Source: an optimization exercise on an open RTL-to-GDS flow (aim: a short achievable clock period and few clock cycles). Production flows keep margins and buffers that such runs may drop.
Function was checked by simulation only, so behaviour that the tests miss may differ from the original.
Power figures rest on the tool's default switching activity, not on a simulated workload.

==> design.v <==
`default_nettype none
package cpu_pkg;
    localparam int unsigned xlen      = 32;              
    localparam int unsigned mem_w     = 64;              
    localparam int unsigned addr_w    = 31;              
    localparam int unsigned dw_addr_w = addr_w - 3;      
    localparam int unsigned reg_idx_w = 4;               
    localparam logic [7:0] op_bcr = 8'h07;               
    localparam logic [7:0] op_nr  = 8'h14;
    localparam logic [7:0] op_or  = 8'h16;
    localparam logic [7:0] op_xr  = 8'h17;
    localparam logic [7:0] op_lr  = 8'h18;
    localparam logic [7:0] op_ar  = 8'h1A;
    localparam logic [7:0] op_sr  = 8'h1B;
    localparam logic [7:0] op_st  = 8'h50;               
    localparam logic [7:0] op_l   = 8'h58;               
    localparam logic [1:0] op_rr_fmt = 2'b00;            
    typedef enum logic [2:0] {
        st_init,
        st_fetch1,
        st_fetch2,
        st_exec_rr,
        st_load_rx,
        st_save_rx
    } cpu_state_t;
    typedef enum logic [2:0] {
        alu_pass,
        alu_add,
        alu_sub,
        alu_and,
        alu_or,
        alu_xor
    } alu_op_t;
    typedef logic [1:0] cc_t;
endpackage
`default_nettype wire
`timescale 1ns/10ps
`default_nettype none
module cpu_alu (
    input  cpu_pkg::alu_op_t       op_i,
    input  wire [cpu_pkg::xlen-1:0]       a_i,
    input  wire [cpu_pkg::xlen-1:0]       b_i,
    output logic [cpu_pkg::xlen-1:0]      res_o,
    output cpu_pkg::cc_t         cc_o,
    output logic                 cc_valid_o
);
    logic [cpu_pkg::xlen-1:0] sum;
    logic [cpu_pkg::xlen-1:0] diff;
    logic            add_ovf;
    logic            sub_ovf;
    assign sum  = a_i + b_i;
    assign diff = a_i - b_i;
    assign add_ovf = (a_i[cpu_pkg::xlen-1] == b_i[cpu_pkg::xlen-1]) && (sum[cpu_pkg::xlen-1] != a_i[cpu_pkg::xlen-1]);
    assign sub_ovf = (a_i[cpu_pkg::xlen-1] != b_i[cpu_pkg::xlen-1]) && (diff[cpu_pkg::xlen-1] != a_i[cpu_pkg::xlen-1]);
    always_comb begin
        res_o      = b_i;
        cc_o       = 2'd0;
        cc_valid_o = 1'b1;
        case (op_i)
            cpu_pkg::alu_add, cpu_pkg::alu_sub: begin
                res_o = (op_i == cpu_pkg::alu_add) ? sum : diff;
                if ((op_i == cpu_pkg::alu_add) ? add_ovf : sub_ovf) begin
                    cc_o = 2'd3;
                end else if (res_o == '0) begin
                    cc_o = 2'd0;
                end else if (res_o[cpu_pkg::xlen-1]) begin
                    cc_o = 2'd1;                     
                end else begin
                    cc_o = 2'd2;                     
                end
            end
            cpu_pkg::alu_and, cpu_pkg::alu_or, cpu_pkg::alu_xor: begin
                if (op_i == cpu_pkg::alu_and) begin
                    res_o = a_i & b_i;
                end else if (op_i == cpu_pkg::alu_or) begin
                    res_o = a_i | b_i;
                end else begin
                    res_o = a_i ^ b_i;
                end
                cc_o = (res_o == '0) ? 2'd0 : 2'd1;
            end
            default: begin
                res_o      = b_i;                    
                cc_valid_o = 1'b0;
            end
        endcase
    end
endmodule
`default_nettype wire
`timescale 1ns/10ps
`default_nettype none
module gpr_file (
    input  wire                  clk,
    input  wire                  rst,
    input  wire [cpu_pkg::reg_idx_w-1:0]  idx_a_i,
    input  wire [cpu_pkg::reg_idx_w-1:0]  idx_b_i,
    input  wire                  wr_en_i,
    input  wire [cpu_pkg::reg_idx_w-1:0]  wr_idx_i,
    input  wire [cpu_pkg::xlen-1:0]       wr_data_i,
    output logic [cpu_pkg::xlen-1:0]      rd_a_o,
    output logic [cpu_pkg::xlen-1:0]      rd_b_o
);
    logic [cpu_pkg::xlen-1:0] regs [2**cpu_pkg::reg_idx_w];
    assign rd_a_o = regs[idx_a_i];       
    assign rd_b_o = regs[idx_b_i];
    always_ff @(posedge clk) begin
        if (rst) begin
            for (int i = 0; i < 2**cpu_pkg::reg_idx_w; i++) begin
                regs[i] <= '0;
            end
        end else if (wr_en_i) begin
            regs[wr_idx_i] <= wr_data_i;
        end
    end
endmodule
`default_nettype wire
`timescale 1ns/10ps
`default_nettype none
module mem_port (
    input  wire [cpu_pkg::mem_w-1:0]      ram_din_i,
    input  wire                  ram_ready_i,
    output logic [cpu_pkg::mem_w-1:0]     ram_dout_o,
    output logic [7:0]           ram_mask_o,
    output logic [cpu_pkg::dw_addr_w-1:0] ram_addr_o,
    output logic                 ram_we_o,
    output logic                 ram_re_o,
    input  wire                  mem_rd_req_i,
    input  wire                  mem_wr_req_i,
    input  wire [cpu_pkg::addr_w-1:0]     mem_byte_addr_i,
    input  wire [cpu_pkg::xlen-1:0]       mem_wdata_i,
    output logic                 mem_ready_o,
    output logic [15:0]          mem_rd_hw_o,
    output logic [cpu_pkg::xlen-1:0]      mem_rd_word_o
);
    logic lower_word;                    
    assign lower_word = mem_byte_addr_i[2];
    assign ram_addr_o = mem_byte_addr_i[cpu_pkg::addr_w-1:3];
    assign ram_re_o   = mem_rd_req_i & ram_ready_i;
    assign ram_we_o   = mem_wr_req_i & ram_ready_i;
    assign mem_ready_o  = ram_ready_i;
    always_comb begin
        case (mem_byte_addr_i[2:1])
            2'd0:    mem_rd_hw_o = ram_din_i[63:48];
            2'd1:    mem_rd_hw_o = ram_din_i[47:32];
            2'd2:    mem_rd_hw_o = ram_din_i[31:16];
            default: mem_rd_hw_o = ram_din_i[15:0];
        endcase
    end
    assign mem_rd_word_o = lower_word ? ram_din_i[31:0] : ram_din_i[63:32];
    always_comb begin
        if (lower_word) begin
            ram_dout_o = {{(cpu_pkg::mem_w - cpu_pkg::xlen){1'b0}}, mem_wdata_i};
            ram_mask_o = 8'h0F;
        end else begin
            ram_dout_o = {mem_wdata_i, {(cpu_pkg::mem_w - cpu_pkg::xlen){1'b0}}};
            ram_mask_o = 8'hF0;
        end
    end
endmodule
`default_nettype wire
`timescale 1ns/10ps
`default_nettype none
module cpu_seq (
    input  wire                  clk,
    input  wire                  rst,
    input  wire [cpu_pkg::xlen-1:0]       rd_a_i,
    input  wire [cpu_pkg::xlen-1:0]       rd_b_i,
    input  wire [cpu_pkg::xlen-1:0]       alu_res_i,
    input  cpu_pkg::cc_t          alu_cc_i,
    input  wire                  alu_cc_valid_i,
    output logic [cpu_pkg::reg_idx_w-1:0] idx_a_o,
    output logic [cpu_pkg::reg_idx_w-1:0] idx_b_o,
    output logic                 wr_en_o,
    output logic [cpu_pkg::reg_idx_w-1:0] wr_idx_o,
    output logic [cpu_pkg::xlen-1:0]      wr_data_o,
    output cpu_pkg::alu_op_t       alu_op_o,
    output logic                 mem_rd_req_o,
    output logic                 mem_wr_req_o,
    output logic [cpu_pkg::addr_w-1:0]    mem_byte_addr_o,
    output logic [cpu_pkg::xlen-1:0]      mem_wdata_o,
    input  wire                  mem_ready_i,
    input  wire [15:0]           mem_rd_hw_i,
    input  wire [cpu_pkg::xlen-1:0]       mem_rd_word_i
);
    cpu_pkg::cpu_state_t             state;
    cpu_pkg::cpu_state_t             state_nxt;
    logic [cpu_pkg::addr_w-1:0]      pc;
    logic [31:0]            ir;          
    cpu_pkg::cc_t                    cc;
    logic [cpu_pkg::xlen-1:0]        st_data;     
    logic [7:0]             opcode;
    logic [cpu_pkg::reg_idx_w-1:0]   r1;
    logic [cpu_pkg::reg_idx_w-1:0]   r2;
    logic [cpu_pkg::reg_idx_w-1:0]   x2;
    logic [cpu_pkg::reg_idx_w-1:0]   b2;
    logic [11:0]            disp;
    logic                   rx_state;
    logic                   rr_wr;
    logic                   bcr_taken;
    logic [cpu_pkg::xlen-1:0]        ea_x;
    logic [cpu_pkg::xlen-1:0]        ea_b;
    logic [cpu_pkg::xlen-1:0]        ea;
    assign opcode = ir[31:24];
    assign r1     = ir[23:20];          
    assign r2     = ir[19:16];
    assign x2     = ir[19:16];          
    assign b2     = ir[15:12];
    assign disp   = ir[11:0];
    assign rx_state = (state == cpu_pkg::st_load_rx) || (state == cpu_pkg::st_save_rx);
    assign idx_a_o = rx_state ? x2 : r1;
    assign idx_b_o = rx_state ? b2 : r2;
    assign ea_x = (x2 != '0) ? rd_a_i : '0;
    assign ea_b = (b2 != '0) ? rd_b_i : '0;
    assign ea   = cpu_pkg::xlen'(disp) + ea_x + ea_b;
    always_comb begin
        alu_op_o = cpu_pkg::alu_pass;
        rr_wr    = 1'b0;
        case (opcode)
            cpu_pkg::op_lr: begin
                alu_op_o = cpu_pkg::alu_pass;
                rr_wr    = 1'b1;
            end
            cpu_pkg::op_ar: begin
                alu_op_o = cpu_pkg::alu_add;
                rr_wr    = 1'b1;
            end
            cpu_pkg::op_sr: begin
                alu_op_o = cpu_pkg::alu_sub;
                rr_wr    = 1'b1;
            end
            cpu_pkg::op_nr: begin
                alu_op_o = cpu_pkg::alu_and;
                rr_wr    = 1'b1;
            end
            cpu_pkg::op_or: begin
                alu_op_o = cpu_pkg::alu_or;
                rr_wr    = 1'b1;
            end
            cpu_pkg::op_xr: begin
                alu_op_o = cpu_pkg::alu_xor;
                rr_wr    = 1'b1;
            end
            default: begin
                alu_op_o = cpu_pkg::alu_pass;                 
                rr_wr    = 1'b0;
            end
        endcase
    end
    assign bcr_taken = (opcode == cpu_pkg::op_bcr) && r1[~cc] && (r2 != '0);
    assign wr_en_o   = ((state == cpu_pkg::st_exec_rr) && rr_wr) ||
                       ((state == cpu_pkg::st_load_rx) && mem_ready_i);
    assign wr_idx_o  = r1;
    assign wr_data_o = (state == cpu_pkg::st_load_rx) ? mem_rd_word_i : alu_res_i;
    assign mem_rd_req_o    = (state == cpu_pkg::st_fetch1) || (state == cpu_pkg::st_fetch2) ||
                           (state == cpu_pkg::st_load_rx);
    assign mem_wr_req_o    = (state == cpu_pkg::st_save_rx);
    assign mem_byte_addr_o = rx_state ? ea[cpu_pkg::addr_w-1:0] : pc;
    assign mem_wdata_o     = st_data;
    always_comb begin
        state_nxt = state;
        case (state)
            cpu_pkg::st_init:    state_nxt = cpu_pkg::st_fetch1;
            cpu_pkg::st_fetch1: begin
                if (mem_ready_i) begin
                    state_nxt = (mem_rd_hw_i[15:14] == cpu_pkg::op_rr_fmt) ? cpu_pkg::st_exec_rr : cpu_pkg::st_fetch2;
                end
            end
            cpu_pkg::st_fetch2: begin
                if (mem_ready_i) begin
                    if (opcode == cpu_pkg::op_l) begin
                        state_nxt = cpu_pkg::st_load_rx;
                    end else if (opcode == cpu_pkg::op_st) begin
                        state_nxt = cpu_pkg::st_save_rx;
                    end else begin
                        state_nxt = cpu_pkg::st_fetch1;       
                    end
                end
            end
            cpu_pkg::st_exec_rr: state_nxt = cpu_pkg::st_fetch1;
            cpu_pkg::st_load_rx: state_nxt = mem_ready_i ? cpu_pkg::st_fetch1 : cpu_pkg::st_load_rx;
            cpu_pkg::st_save_rx: state_nxt = mem_ready_i ? cpu_pkg::st_fetch1 : cpu_pkg::st_save_rx;
            default:    state_nxt = cpu_pkg::st_init;
        endcase
    end
    always_ff @(posedge clk) begin
        if (rst) begin
            state <= cpu_pkg::st_init;
            pc    <= '0;
            ir    <= '0;
            cc    <= '0;
        end else begin
            state <= state_nxt;
            if (mem_ready_i && ((state == cpu_pkg::st_fetch1) || (state == cpu_pkg::st_fetch2))) begin
                pc <= pc + cpu_pkg::addr_w'(2);
            end else if ((state == cpu_pkg::st_exec_rr) && bcr_taken) begin
                pc <= {rd_b_i[cpu_pkg::addr_w-1:1], 1'b0};
            end
            if (mem_ready_i && (state == cpu_pkg::st_fetch1)) begin
                ir[31:16] <= mem_rd_hw_i;
            end
            if (mem_ready_i && (state == cpu_pkg::st_fetch2)) begin
                ir[15:0] <= mem_rd_hw_i;
            end
            if ((state == cpu_pkg::st_exec_rr) && alu_cc_valid_i) begin
                cc <= alu_cc_i;
            end
        end
    end
    always_ff @(posedge clk) begin
        if ((state == cpu_pkg::st_fetch2) && mem_ready_i) begin
            st_data <= rd_a_i;
        end
    end
endmodule
`default_nettype wire
`timescale 1ns/10ps
`default_nettype none
module cpu_top (
    input  wire                  clk,
    input  wire                  rst,
    input  wire [cpu_pkg::mem_w-1:0]      ram_din_i,
    input  wire                  ram_ready_i,
    output logic [cpu_pkg::mem_w-1:0]     ram_dout_o,
    output logic [7:0]           ram_mask_o,
    output logic [cpu_pkg::dw_addr_w-1:0] ram_addr_o,
    output logic                 ram_we_o,
    output logic                 ram_re_o
);
    logic [cpu_pkg::reg_idx_w-1:0] idx_a;
    logic [cpu_pkg::reg_idx_w-1:0] idx_b;
    logic [cpu_pkg::xlen-1:0]      rd_a;
    logic [cpu_pkg::xlen-1:0]      rd_b;
    logic                 wr_en;
    logic [cpu_pkg::reg_idx_w-1:0] wr_idx;
    logic [cpu_pkg::xlen-1:0]      wr_data;
    cpu_pkg::alu_op_t              alu_op;
    logic [cpu_pkg::xlen-1:0]      alu_res;
    cpu_pkg::cc_t                  alu_cc;
    logic                 alu_cc_valid;
    logic                 mem_rd_req;
    logic                 mem_wr_req;
    logic [cpu_pkg::addr_w-1:0]    mem_byte_addr;
    logic [cpu_pkg::xlen-1:0]      mem_wdata;
    logic                 mem_ready;
    logic [15:0]          mem_rd_hw;
    logic [cpu_pkg::xlen-1:0]      mem_rd_word;
    cpu_seq u_seq (
        .clk            (clk),
        .rst            (rst),
        .rd_a_i         (rd_a),
        .rd_b_i         (rd_b),
        .alu_res_i      (alu_res),
        .alu_cc_i       (alu_cc),
        .alu_cc_valid_i (alu_cc_valid),
        .idx_a_o        (idx_a),
        .idx_b_o        (idx_b),
        .wr_en_o        (wr_en),
        .wr_idx_o       (wr_idx),
        .wr_data_o      (wr_data),
        .alu_op_o       (alu_op),
        .mem_rd_req_o    (mem_rd_req),
        .mem_wr_req_o    (mem_wr_req),
        .mem_byte_addr_o (mem_byte_addr),
        .mem_wdata_o     (mem_wdata),
        .mem_ready_i     (mem_ready),
        .mem_rd_hw_i     (mem_rd_hw),
        .mem_rd_word_i   (mem_rd_word)
    );
    gpr_file u_gpr (
        .clk       (clk),
        .rst       (rst),
        .idx_a_i   (idx_a),
        .idx_b_i   (idx_b),
        .wr_en_i   (wr_en),
        .wr_idx_i  (wr_idx),
        .wr_data_i (wr_data),
        .rd_a_o    (rd_a),
        .rd_b_o    (rd_b)
    );
    cpu_alu u_alu (
        .op_i       (alu_op),
        .a_i        (rd_a),
        .b_i        (rd_b),
        .res_o      (alu_res),
        .cc_o       (alu_cc),
        .cc_valid_o (alu_cc_valid)
    );
    mem_port u_mem (
        .ram_din_i   (ram_din_i),
        .ram_ready_i (ram_ready_i),
        .ram_dout_o  (ram_dout_o),
        .ram_mask_o  (ram_mask_o),
        .ram_addr_o  (ram_addr_o),
        .ram_we_o    (ram_we_o),
        .ram_re_o    (ram_re_o),
        .mem_rd_req_i    (mem_rd_req),
        .mem_wr_req_i    (mem_wr_req),
        .mem_byte_addr_i (mem_byte_addr),
        .mem_wdata_i     (mem_wdata),
        .mem_ready_o     (mem_ready),
        .mem_rd_hw_o     (mem_rd_hw),
        .mem_rd_word_o   (mem_rd_word)
    );
endmodule
`default_nettype wire
==> run.sh <==
#!/bin/bash
# synth_recipe.tcl (not shown) runs the flow's synth.tcl, then flattens the netlist and writes it again
# the make line also repeats each setting of config.mk as NAME=value (left out here)
make -C /OpenROAD-flow-scripts/flow DESIGN_CONFIG=/design/flow/config.mk WORK_HOME=/design/flow/orfs CLKGATE_MAP_FILE= SYNTH_SCRIPT=/design/flow/synth_recipe.tcl finish
==> config.mk <==
export PLATFORM = sky130hd
export DESIGN_NAME = cpu_top
export DESIGN_NICKNAME = cpu_top
export VERILOG_FILES = /design/flow/design.v
export SDC_FILE = /design/flow/constraint.sdc
export NUM_CORES = 4
export LEC_CHECK = 0
export CAP_MARGIN = 20
export CORE_MARGIN = 2
export CORE_UTILIZATION = 40
export SLEW_MARGIN = 20
==> constraint.sdc <==
create_clock -name core_clock -period 10.0 [get_ports {clk}]
set_input_delay 2.0000 -clock core_clock [delete_from_list [all_inputs] [get_ports {clk}]]
set_output_delay 2.0000 -clock core_clock [all_outputs]
set_load 0.01 [all_outputs]
==> flow_summary.toml, run 1 <==
[synth]
synth_cells = 3774
synthesis.area_mm2 = 0.0402
asyncSetResetFlopFracSynth_pct = 0
synth.top_cell.area_share_pct = 40.7
synth.top_cells.by_count = "sky130_fd_sc_hd__nor2_1, sky130_fd_sc_hd__edfxtp_1, sky130_fd_sc_hd__nand2_1"
synthesis.area_per_instance_um2 = 10.6
predominant_post_synthesis_flop_cell = "sky130_fd_sc_hd__edfxtp_1"
synth-edff-count = 544
postSynthRegisterBits = 611
ys_types = 101
yosysSeqAreaShare_pct = 44.0
post_synth_main_area_contributors = "sky130_fd_sc_hd__edfxtp_1, sky130_fd_sc_hd__mux4_2, sky130_fd_sc_hd__nor2_1, sky130_fd_sc_hd__ha_1, sky130_fd_sc_hd__dfxtp_1"
synth.most_common_cell = "sky130_fd_sc_hd__nor2_1"
synthesis.nets = 3999
yosys.area.top_type = "sky130_fd_sc_hd__edfxtp_1"
count_of_warnings_emitted_by_yosys = 4

[routing]
drtAntennaViolNets = 0
firstDrtPassIters = 6
route.detailed.drc = 0
drt_wl_total_mm = 149
wire_per_inst_um = 28.8
detailedRoute.firstIterationViolations = 4587
vias_per_inst = 6.26
vias = 32400

[die]
core_area_mm2 = 0.0999
fp.dieW_um = 321
rows = 116
num_io_pins = 169
die-area_mm2 = 0.103
dieHeight_um = 321
initial_standard_cell_utilization_of_the_core_pct = 40.2

[sta]
max-slew-margin-rel_pct = 32.0
fin_crit_ns = 9.62
clock_skew_ns = 0.0406
slew_viols_final = 0
setup-violations-final = 0
period_share_pct = 96.2
maxClockFrequency_ghz = 0.104
fin_hold_ws_ns = 0.463
grt_setup_unrepaired = "false"
tightestPinTransition_ns = 1.02
final_hold_viol_count = 0
timing.setup.tns_ns = 0

[worst_setup_path]
crit_path_max_incr_delay_ns = 0.78
cp_top_family = "compound AO/OA/AOI/OAI gates"
worst_r2r_path_depth = 18
cp.depth = 21
critical_path.max_fanout = 19
timing.reg2reg.setup_slack_ns = 2.09
critical_path.cell_chain = "nand2b_4 -> buf_12 -> mux2i_4 -> buf_4 -> mux2i_1 -> a21oi_1 -> nand2_1 -> fa_1 -> inv_1 -> ha_1 -> a211o_1 -> a211oi_1 -> o21ai_0 -> a31oi_1 -> a31oi_1 -> a31oi_1 -> o21bai_1 -> a21oi_1 -> xnor2_1 -> o21ai_1 -> clkdlybuf4s50_1"
arrival_ns = 7.62
timing.critical_path.required_ns = 8.00
end_kind = "output port"
path_common_cell = "sky130_fd_sc_hd__a31oi_1"
crit_slowest_cell = "sky130_fd_sc_hd__a21oi_1"
crit_type = "flip-flop to output port"
path_buf_inv = 4
timing.critical_path.from_type = "flip-flop"

[grt]
global_route_wire_length_before_repair_mm = 213
grt_max_degree = 75
globalRoute.totalOverflow = 0
first_global_vias = 30800
total_grt_usage_pct = 28.3
antenna_found_initial = 2

[layout]
final_core_util_pct = 45.7
synthToLayoutAreaGrowth_pct = 13.6
numnets_final = 4052
antennaDiodeCount = 0
share_of_post_route_cells_with_drive_strength_above_1_pct = 15.1
fill_cells = 9213

[cts]
worstSkewPairLatency_ns = 0.65
tritoncts = "built"
tritoncts_num_sinks = 611
clk_path_buf_depth = 3
clk_pin_slew_ns = 0.06
clk_root_buffer_cell = "sky130_fd_sc_hd__clkbuf_16"
tritoncts.num_buffers = 70
ctsHoldBuffers = 0
htreeDepth = 3

[power]
p_per_area_mw_per_mm2 = 164
total_power_w = 0.00751
vdd_ir_drop_max_v = 0.000124
power_leakage_nw = 17.3

[outcome]
outcome = "complete, no violations"

[placement]
gpl.final_weighted_congestion = 0.995
place.detailed.hpwl_mm = 96.8
number_of_buffers_inserted_by_port_buffering = 168

[hold_path]
hold_depth = 2
hp-class = "flip-flop to flip-flop"

[job]
max-cap-violations = 0
==> worst min-delay path: stages, from the launching register on <==
cell                      delay [ns]
sky130_fd_sc_hd__dfxtp_1        0.31
sky130_fd_sc_hd__nand2_1        0.05
sky130_fd_sc_hd__a21oi_1        0.05
==> sequential cells by signal, indices dropped and copies added (netlist names) <==
signal / cells
u_seq.state: 3
u_seq.ir: 32
u_seq.pc: 30
u_seq.st_data: 32
u_gpr.regs: 512
u_seq.cc: 2
==> per-stage QoR <==
step                      worst slack, ns  area (um2)  std cells
after floorplan                      1.61       40200       3774
after global placement              0.615       43100       5042
after detailed placement            0.569       43100       5042
after CTS                          0.0355       45500       5174
after global routing               0.0197       45700       5182
final                               0.383       45700       5182
==> cell usage in the layout, fill, tap and decap left out, types with 19 or more instances in the layout <==
cell type	Yosys	final
sky130_fd_sc_hd__mux4_2	251	251
sky130_fd_sc_hd__nor2b_1	85	85
sky130_fd_sc_hd__clkdlybuf4s50_1	0	167
sky130_fd_sc_hd__a21o_1	42	42
sky130_fd_sc_hd__edfxtp_1	544	544
sky130_fd_sc_hd__nand4_1	22	22
sky130_fd_sc_hd__buf_4	39	96
sky130_fd_sc_hd__o21ai_0	71	71
sky130_fd_sc_hd__inv_1	133	132
sky130_fd_sc_hd__ha_1	144	144
sky130_fd_sc_hd__nand3_1	58	53
sky130_fd_sc_hd__nand2_1	339	333
sky130_fd_sc_hd__clkbuf_16	0	73
sky130_fd_sc_hd__a211oi_1	125	125
sky130_fd_sc_hd__xor2_1	19	19
sky130_fd_sc_hd__xnor2_1	27	27
sky130_fd_sc_hd__nor3_1	24	24
sky130_fd_sc_hd__o211ai_1	19	19
sky130_fd_sc_hd__dfxtp_1	67	67
sky130_fd_sc_hd__nor2_1	712	710
sky130_fd_sc_hd__a31oi_1	32	32
sky130_fd_sc_hd__and3_1	35	35
sky130_fd_sc_hd__a21oi_1	244	242
sky130_fd_sc_hd__and2_1	72	72
sky130_fd_sc_hd__mux2i_1	87	79
==> metal layers <==
metal / GRT usage (%) / share of wire (%) / vias to the layer above / routed length [um]
met5: 0 / 0 / - / 0
met4: 12.0 / 4.2 / 0 / 6290
met3: 4.79 / 10 / 307 / 15500
met2: 44.9 / 46 / 1908 / 68800
met1: 38.5 / 39 / 16200 / 58900
li1: - / - / 14000 / -
==> layout make-up <==
cell class | count | area, um2 | area share [%]
tap | 1298 | 1620 | 3.56
inverter | 135 | 507 | 1.11
timing repair buffer | 281 | 2720 | 5.96
clock buffer | 88 | 1840 | 4.03
clock inverter | 41 | 457 | 1.00
multi-input combinational | 2728 | 20800 | 45.6
sequential | 611 | 17700 | 38.7
==> final timing paths <==
path                        from              to
hold / removal      u_seq.ir[10]    u_seq.ir[10]
setup reg to reg  u_seq.state[1]     u_seq.cc[1]
setup / recovery  u_seq.state[1]  ram_addr_o[27]
hold reg to reg     u_seq.ir[10]    u_seq.ir[10]
==> kinds of logic after synthesis <==
| family | synth area share (%) |
|---|---|
| simple gates | 16.2 |
| compound gates | 12.3 |
| flops | 44.0 |
| buf+inv | 4.95 |
| mux | 16.4 |
| fa+ha+maj | 5.18 |
| xor+xnor | 1.00 |
==> repair_timing <==
| action | in CTS | in global routing |
|---|---|---|
| pin swaps | 0 | 1 |
| endpoints found under the setup margin | 1 | 6 |
| gates resized for setup | 1 | 12 |
| gates cloned | 1 | 2 |
| setup buffers | 2 | 6 |
==> where the power goes <==
part	internal (W)	switching [W]	leakage, nW	total (W)
Sequential	0.00286	0.0000562	6.12	0.00292
Clock	0.00151	0.00113	1.11	0.00264
Combinational	0.000687	0.00126	10.0	0.00195
Total	0.00506	0.00245	17.3	0.00751
Testbench counts, summed over its fixed seeds: cycles 101,947.
==> inputs of run 2 (changes only) <==
--- a/config.mk
+++ b/config.mk
@@ -8,4 +8,6 @@
 export CAP_MARGIN = 20
 export CORE_MARGIN = 2
 export CORE_UTILIZATION = 40
+export SETUP_SLACK_MARGIN = 5
 export SLEW_MARGIN = 20
+export TNS_END_PERCENT = 10
==> run 2 against run 1 <==
Still clean. First-iteration DRC count increased by 7.0%. Core utilization increased by 2.5 points. Clock skew decreased by 0.012 ns. Setup slack improved by 0.98 ns. Combinational power increased by 9.7%. Largest power group unchanged. Clock power about the same. Register-to-register slack got worse by 0.59 ns. Global-route usage increased by 0.97 points. Sequential cell count unchanged.
==> flow_summary.toml, run 2 <==
[synth]
synth.top_cell.area_share_pct = 40.7
yosys.area.top_type = "sky130_fd_sc_hd__edfxtp_1"
ys_types = 101
count_of_warnings_emitted_by_yosys = 4
synthesis.area_mm2 = 0.0402
post_synth_main_area_contributors = "sky130_fd_sc_hd__edfxtp_1, sky130_fd_sc_hd__mux4_2, sky130_fd_sc_hd__nor2_1, sky130_fd_sc_hd__ha_1, sky130_fd_sc_hd__dfxtp_1"
yosysSeqAreaShare_pct = 44.0
predominant_post_synthesis_flop_cell = "sky130_fd_sc_hd__edfxtp_1"
synth.top_cells.by_count = "sky130_fd_sc_hd__nor2_1, sky130_fd_sc_hd__edfxtp_1, sky130_fd_sc_hd__nand2_1"
synthesis.area_per_instance_um2 = 10.6
synth-edff-count = 544
postSynthRegisterBits = 611
synth.most_common_cell = "sky130_fd_sc_hd__nor2_1"
synthesis.nets = 3999
asyncSetResetFlopFracSynth_pct = 0
synth_cells = 3774

[worst_setup_path]
cp.depth = 26
crit_slowest_cell = "sky130_fd_sc_hd__or4_1"
cp_top_family = "compound AO/OA/AOI/OAI gates"
timing.reg2reg.setup_slack_ns = 1.50
worst_r2r_path_depth = 65
crit_path_max_incr_delay_ns = 0.43
timing.critical_path.required_ns = 8.00
arrival_ns = 6.64
end_kind = "output port"
path_buf_inv = 8
timing.critical_path.from_type = "flip-flop"
crit_type = "flip-flop to output port"
critical_path.max_fanout = 25

[power]
cellInternalPower_w = 0.00518
p_per_area_mw_per_mm2 = 160
sw_frac_of_total_pct = 32.6
vdd_ir_drop_max_v = 0.000111
power_frac_comb_pct = 27.8
clkPwrFrac_pct = 34.3
total_power_w = 0.00769
reg_power_share_pct = 37.9
switching_power_w = 0.00251
power_leakage_nw = 18.5

[layout]
share_of_post_route_cells_with_drive_strength_above_1_pct = 21.3
design_area_mm2 = 0.0481
layout_top_registers = "u_gpr.regs (512), u_seq.ir (32), u_seq.st_data (32)"
synthToLayoutAreaGrowth_pct = 19.7
max_flop_register = "u_gpr.regs"
fin_cells = 5329
mostFrequentLayoutCells = "sky130_fd_sc_hd__nor2_1, sky130_fd_sc_hd__edfxtp_1, sky130_fd_sc_hd__nand2_1, sky130_fd_sc_hd__mux4_2, sky130_fd_sc_hd__a21oi_1"
numnets_final = 4205
leading_cell_type_in_the_layout_fill_and_taps_excluded = "sky130_fd_sc_hd__nor2_1"
antennaDiodeCount = 0
largest_register_ff_count = 512

[placement]
dp_cells = 5047
postPlaceCellArea_mm2 = 0.0432
number_of_buffers_inserted_by_port_buffering = 168
place.detailed.hpwl_mm = 98.6
gpl.final_weighted_congestion = 0.972

[die]
initial_standard_cell_utilization_of_the_core_pct = 40.2
rows = 116
dieHeight_um = 321
core_area_mm2 = 0.0999
die-area_mm2 = 0.103
fp.dieW_um = 321
num_io_pins = 169

[outcome]
outcome = "complete, no violations"

[cts]
clk_pin_slew_ns = 0.07
htreeDepth = 3
tritoncts_num_sinks = 611
worstSkewPairLatency_ns = 0.65
tritoncts = "built"
clk_root_buffer_cell = "sky130_fd_sc_hd__clkbuf_16"
ctsHoldBuffers = 0
clk_path_buf_depth = 3
tritoncts.num_buffers = 69

[grt]
total_grt_usage_pct = 29.3
antenna_found_initial = 0
grt_max_degree = 79
globalRoute.totalOverflow = 0
global_route_wire_length_before_repair_mm = 221
first_global_vias = 31700

[sta]
final_hold_viol_count = 0
max-slew-margin-rel_pct = 32.1
period_share_pct = 86.4
clock_skew_ns = 0.0282
fin_crit_ns = 8.64
timing.setup.tns_ns = 0
maxClockFrequency_ghz = 0.116
tightestPinTransition_ns = 1.02
setup-violations-final = 0
fin_hold_ws_ns = 0.460
slew_viols_final = 0
grt_setup_unrepaired = "true"

[hold_path]
hold_depth = 2
hp-class = "flip-flop to flip-flop"

[routing]
drt_wl_total_mm = 156
vias_per_inst = 6.30
detailedRoute.firstIterationViolations = 4906
drtAntennaViolNets = 0
route.detailed.drc = 0
vias = 33600
firstDrtPassIters = 5
wire_per_inst_um = 29.3

[job]
max-cap-violations = 0
run 2: cell counts after synthesis:
No cell type changed its count.
run 2: worst paths after layout:
check | endpoint | startpoint
max | ram_addr_o[26] | u_seq.state[1]
min | u_seq.ir[3] | u_seq.ir[3]
max reg2reg | u_gpr.regs[7][0] | u_seq.state[1]
min reg2reg | u_seq.ir[3] | u_seq.ir[3]
run 2: final cells by class:
| cell class | count | area, um2 |
|---|---|---|
| tap | 1298 | 1620 |
| inverter | 135 | 533 |
| sequential | 611 | 17700 |
| clock inverter | 42 | 528 |
| clock buffer | 80 | 1800 |
| multi-input combinational | 2731 | 21400 |
| timing repair buffer | 432 | 4510 |
| fill | 8864 | 51700 |
run 2: power groups by stage:
stage               clock, W  combinational, W  sequential (W)
CTS                  0.00266           0.00199         0.00292
floorplan                  0           0.00130         0.00294
detailed placement         0           0.00187         0.00297
global placement           0           0.00188         0.00296
finish               0.00264           0.00214         0.00292
global route         0.00276           0.00226         0.00293
run 2: worst register-to-register path: cells and delay by family (launching register included):
family                   cells  cell delay (ns)
AO/OA/AOI/OAI                6             1.16
adder cells (fa/ha/maj)      1             0.15
buffers and inverters       53             5.76
flip-flops                   1             0.34
multiplexers                 2             0.40
AND/OR/NAND/NOR              3             0.52
run 2: cells by family after synthesis:
family / Yosys count / synth area share [%]
and+or+nand+nor: 1455 / 16.2
adders and majority gates: 158 / 5.18
muxes: 345 / 16.4
AOI/OAI and AO/OA: 724 / 12.3
buffers and inverters: 435 / 4.95
DFF: 611 / 44.0
xor gates and xnor gates: 46 / 1.00
run 2: through the flow:
stage	setup WS, ns	util, %
floorplan	2.47	-
detailed placement	0.927	43.3
global route	1.15	48.2
global placement	1.01	43.3
CTS	1.42	47.1
finish	1.36	48.2
run 2: layer usage:
layer / global-route usage [%] / up-vias / wire, um
li1: - / 14300 / -
met1: 39.4 / 16700 / 60200
met2: 45.8 / 2126 / 70800
met3: 5.45 / 411 / 16800
met4: 14.0 / 0 / 8320
met5: 0 / - / 0
run 2: timing repair:
action / in CTS / in global routing
gates cloned: 11 / 8
gates resized for setup: 103 / 174
pin swaps: 23 / 47
setup endpoints to repair: 691 / 710
buffers inserted: 100 / 41
==> inputs of run 3 (changes only) <==
--- a/config.mk
+++ b/config.mk
@@ -7,7 +7,8 @@
 export LEC_CHECK = 0
 export CAP_MARGIN = 20
 export CORE_MARGIN = 2
-export CORE_UTILIZATION = 40
+export CORE_UTILIZATION = 50
+export PLACE_DENSITY = 0.75
 export SETUP_SLACK_MARGIN = 5
 export SLEW_MARGIN = 20
 export TNS_END_PERCENT = 10
==> run 3 against run 2 <==
Still clean on timing, DRC and antenna. Critical path depth shrank 1. Register-to-register slack gained 0.35 ns. Sequential cell count is the same. Combinational power grew 9.3%. Hold slack gained 0.0018 ns. Critical endpoint unchanged. Largest power group unchanged. Highest routed layer is now met5.
==> flow_summary.toml, run 3 <==
[outcome]
outcome = "complete, no violations"

[grt]
total_grt_usage_pct = 35.8
global_route_wire_length_before_repair_mm = 218
globalRoute.totalOverflow = 0
antenna_found_initial = 5
first_global_vias = 33600
grt_max_degree = 85

[cts]
tritoncts = "built"
clk_pin_slew_ns = 0.06
clk_path_buf_depth = 3
clk_root_buffer_cell = "sky130_fd_sc_hd__clkbuf_16"
tritoncts_num_sinks = 611
tritoncts.num_buffers = 66
htreeDepth = 3
ctsHoldBuffers = 0
worstSkewPairLatency_ns = 0.66

[synth]
postSynthRegisterBits = 611
synth.top_cell.area_share_pct = 40.7
synth.most_common_cell = "sky130_fd_sc_hd__nor2_1"
synth-edff-count = 544
count_of_warnings_emitted_by_yosys = 4
yosysSeqAreaShare_pct = 44.0
synthesis.area_per_instance_um2 = 10.6
predominant_post_synthesis_flop_cell = "sky130_fd_sc_hd__edfxtp_1"
ys_types = 101
synthesis.nets = 3999
synth_cells = 3774
synthesis.area_mm2 = 0.0402
post_synth_main_area_contributors = "sky130_fd_sc_hd__edfxtp_1, sky130_fd_sc_hd__mux4_2, sky130_fd_sc_hd__nor2_1, sky130_fd_sc_hd__ha_1, sky130_fd_sc_hd__dfxtp_1"
asyncSetResetFlopFracSynth_pct = 0
synth.top_cells.by_count = "sky130_fd_sc_hd__nor2_1, sky130_fd_sc_hd__edfxtp_1, sky130_fd_sc_hd__nand2_1"
yosys.area.top_type = "sky130_fd_sc_hd__edfxtp_1"

[placement]
gpl.final_weighted_congestion = 1.04
dp_cells = 4788
number_of_buffers_inserted_by_port_buffering = 168
place.detailed.hpwl_mm = 93.3

[job]
max-cap-violations = 0

[worst_setup_path]
crit_type = "flip-flop to output port"
timing.critical_path.from_type = "flip-flop"
timing.critical_path.required_ns = 8.00
critical_path.max_fanout = 6
end_kind = "output port"
arrival_ns = 6.77

[routing]
route.detailed.drc = 0
vias_per_inst = 6.93
drtAntennaViolNets = 0
drt_wl_total_mm = 159
detailedRoute.firstIterationViolations = 5545
firstDrtPassIters = 6
vias = 35400
wire_per_inst_um = 31.1

[power]
sw_frac_of_total_pct = 33.6
cellInternalPower_w = 0.00518
vdd_ir_drop_max_v = 0.000140
switching_power_w = 0.00262
p_per_area_mw_per_mm2 = 159
reg_power_share_pct = 37.5
total_power_w = 0.00780
power_frac_comb_pct = 30.0
clkPwrFrac_pct = 32.5
power_leakage_nw = 18.7

[layout]
numnets_final = 4236
layout_top_registers = "u_gpr.regs (512), u_seq.ir (32), u_seq.st_data (32)"
antennaDiodeCount = 0
mostFrequentLayoutCells = "sky130_fd_sc_hd__nor2_1, sky130_fd_sc_hd__edfxtp_1, sky130_fd_sc_hd__nand2_1, sky130_fd_sc_hd__mux4_2, sky130_fd_sc_hd__a21oi_1"
fin_cells = 5108
share_of_post_route_cells_with_drive_strength_above_1_pct = 25.0
synthToLayoutAreaGrowth_pct = 22.2
max_flop_register = "u_gpr.regs"
largest_register_ff_count = 512
leading_cell_type_in_the_layout_fill_and_taps_excluded = "sky130_fd_sc_hd__nor2_1"

[die]
rows = 103
die-area_mm2 = 0.0827
initial_standard_cell_utilization_of_the_core_pct = 50.7
dieHeight_um = 287
fp.dieW_um = 287
num_io_pins = 169
core_area_mm2 = 0.0793

[sta]
tightestPinTransition_ns = 1.22
final_hold_viol_count = 0
clock_skew_ns = 0.0480
setup-violations-final = 0
period_share_pct = 87.7
timing.setup.tns_ns = 0
slew_viols_final = 0
maxClockFrequency_ghz = 0.114
fin_crit_ns = 8.77
grt_setup_unrepaired = "true"
max-slew-margin-rel_pct = 18.6

[hold_path]
hp-class = "flip-flop to flip-flop"
==> run 3: cell type report <==
cell class / instances / area (um2)
timing repair buffer: 463 / 4920
timing repair inverter: 3 / 48.8
sequential: 611 / 17700
inverter: 135 / 519
clock inverter: 39 / 505
multi-input combinational: 2731 / 22400
fill: 5898 / 30200
clock buffer: 76 / 1690
tap: 1050 / 1310
==> run 3: per-layer routing <==
metal  global-route usage, %  routed length (um)  part of all wire [%]  up-vias
li1                        -                   -                     -    14400
met4                    22.4               12500                   7.8        6
met5                       0                  72                 0.045        -
met2                    55.7               70000                    44     3292
met1                    44.1               51400                    32    16900
met3                    10.5               25100                    16      808
==> run 3: per-stage QoR <==
step | setup WS, ns | hold slack [ns] | area, um2 | util (%)
finish | 1.23 | 0.461 | 49100 | 62.0
global route | 1.11 | 0.482 | 49100 | 62.0
floorplan | 2.47 | 0.436 | 40500 | -
detailed placement | 0.860 | 0.448 | 42800 | 54.0
CTS | 1.24 | 0.456 | 46600 | 58.8
global placement | 0.990 | 0.443 | 42800 | 54.0
==> run 3: cells by family (layout without fill, tap and decap cells) <==
family,Yosys count,count (layout),share of synthesized area [%]
buffers and inverters,435,716,4.95
XOR/XNOR,46,46,1.00
AND/OR/NAND/NOR,1455,1456,16.2
adder cells (fa/ha/maj),158,158,5.18
multiplexers,345,346,16.4
flip-flops,611,611,44.0
AO/OA/AOI/OAI,724,725,12.3
==> run 3: power by group through the flow <==
stage | combinational [W] | sequential [W] | clock, W
2_1_floorplan | 0.00130 | 0.00294 | 0
3_3_place_gp | 0.00183 | 0.00296 | 0
3_5_place_dp | 0.00183 | 0.00297 | 0
4_1_cts | 0.00194 | 0.00292 | 0.00252
5_1_grt | 0.00244 | 0.00293 | 0.00262
6_report | 0.00234 | 0.00293 | 0.00253
==> run 3: worst max-delay path, stage by stage, from the launching register on <==
cell	delay (ns)
sky130_fd_sc_hd__dfxtp_4	0.35
sky130_fd_sc_hd__nand2b_4	0.23
sky130_fd_sc_hd__mux2i_4	0.32
sky130_fd_sc_hd__buf_12	0.15
sky130_fd_sc_hd__buf_16	0.13
sky130_fd_sc_hd__mux4_2	0.55
sky130_fd_sc_hd__mux2i_4	0.24
sky130_fd_sc_hd__a21oi_4	0.13
sky130_fd_sc_hd__inv_2	0.08
sky130_fd_sc_hd__nor2_2	0.04
sky130_fd_sc_hd__ha_1	0.31
sky130_fd_sc_hd__a21o_1	0.24
sky130_fd_sc_hd__ha_4	0.18
sky130_fd_sc_hd__fa_2	0.34
sky130_fd_sc_hd__a21o_1	0.17
sky130_fd_sc_hd__a21o_1	0.23
sky130_fd_sc_hd__a2111oi_4	0.42
sky130_fd_sc_hd__o211ai_1	0.24
sky130_fd_sc_hd__a41o_1	0.29
sky130_fd_sc_hd__a221oi_4	0.37
sky130_fd_sc_hd__o31ai_4	0.12
sky130_fd_sc_hd__or4_4	0.45
sky130_fd_sc_hd__a31oi_4	0.15
sky130_fd_sc_hd__xor2_1	0.19
sky130_fd_sc_hd__o21ai_2	0.06
sky130_fd_sc_hd__buf_2	0.16
==> run 3: timing repair <==
item                                    in CTS  in global routing
cloned                                      13                 14
setup buffers                               87                 91
endpoints found under the setup margin     691                687
resized for setup                          214                314
pin swaps                                   37                 88
==> run 3: worst paths after layout <==
path,from,to,slack [ns],depth (start not counted)
min reg2reg,u_seq.ir[1],u_seq.ir[1],0.46,2
min,u_seq.ir[1],u_seq.ir[1],0.46,2
max,u_seq.state[1],ram_addr_o[26],1.23,25
max reg2reg,u_seq.state[1],u_gpr.regs[13][28],1.85,52

[afterwards: timing with drivers on the ports]
The flow's constraints put no driver on any port. The routed layouts listed below were extracted and timed again, unchanged, in two steps. Step 1: set_driving_cell puts a clkbuf_16 on clk and a buf_2 on each other input, an assumption about the parent block. Step 2, shift: input delay + t, output delay - t, t = (earliest + latest rising clock arrival at the registers) / 2. This alone moves slack from input paths to output paths. a / b / c = ideal / step 1 / step 2; a / b = the first two.
run | shift t [ns] | slack for setup (ns) | worst setup path at the end | clock arrival spread, ns
run 1 | 0.705 | 0.383 / 0.304 / 1.009 | register to output | 0.040 / 0.041
run 2 | 0.718 | 1.358 / 1.280 / 1.502 | register to register | 0.029 / 0.029
run 3 | 0.700 | 1.230 / 1.166 / 1.848 | register to register | 0.049 / 0.049
After both steps every run listed still meets setup and hold.
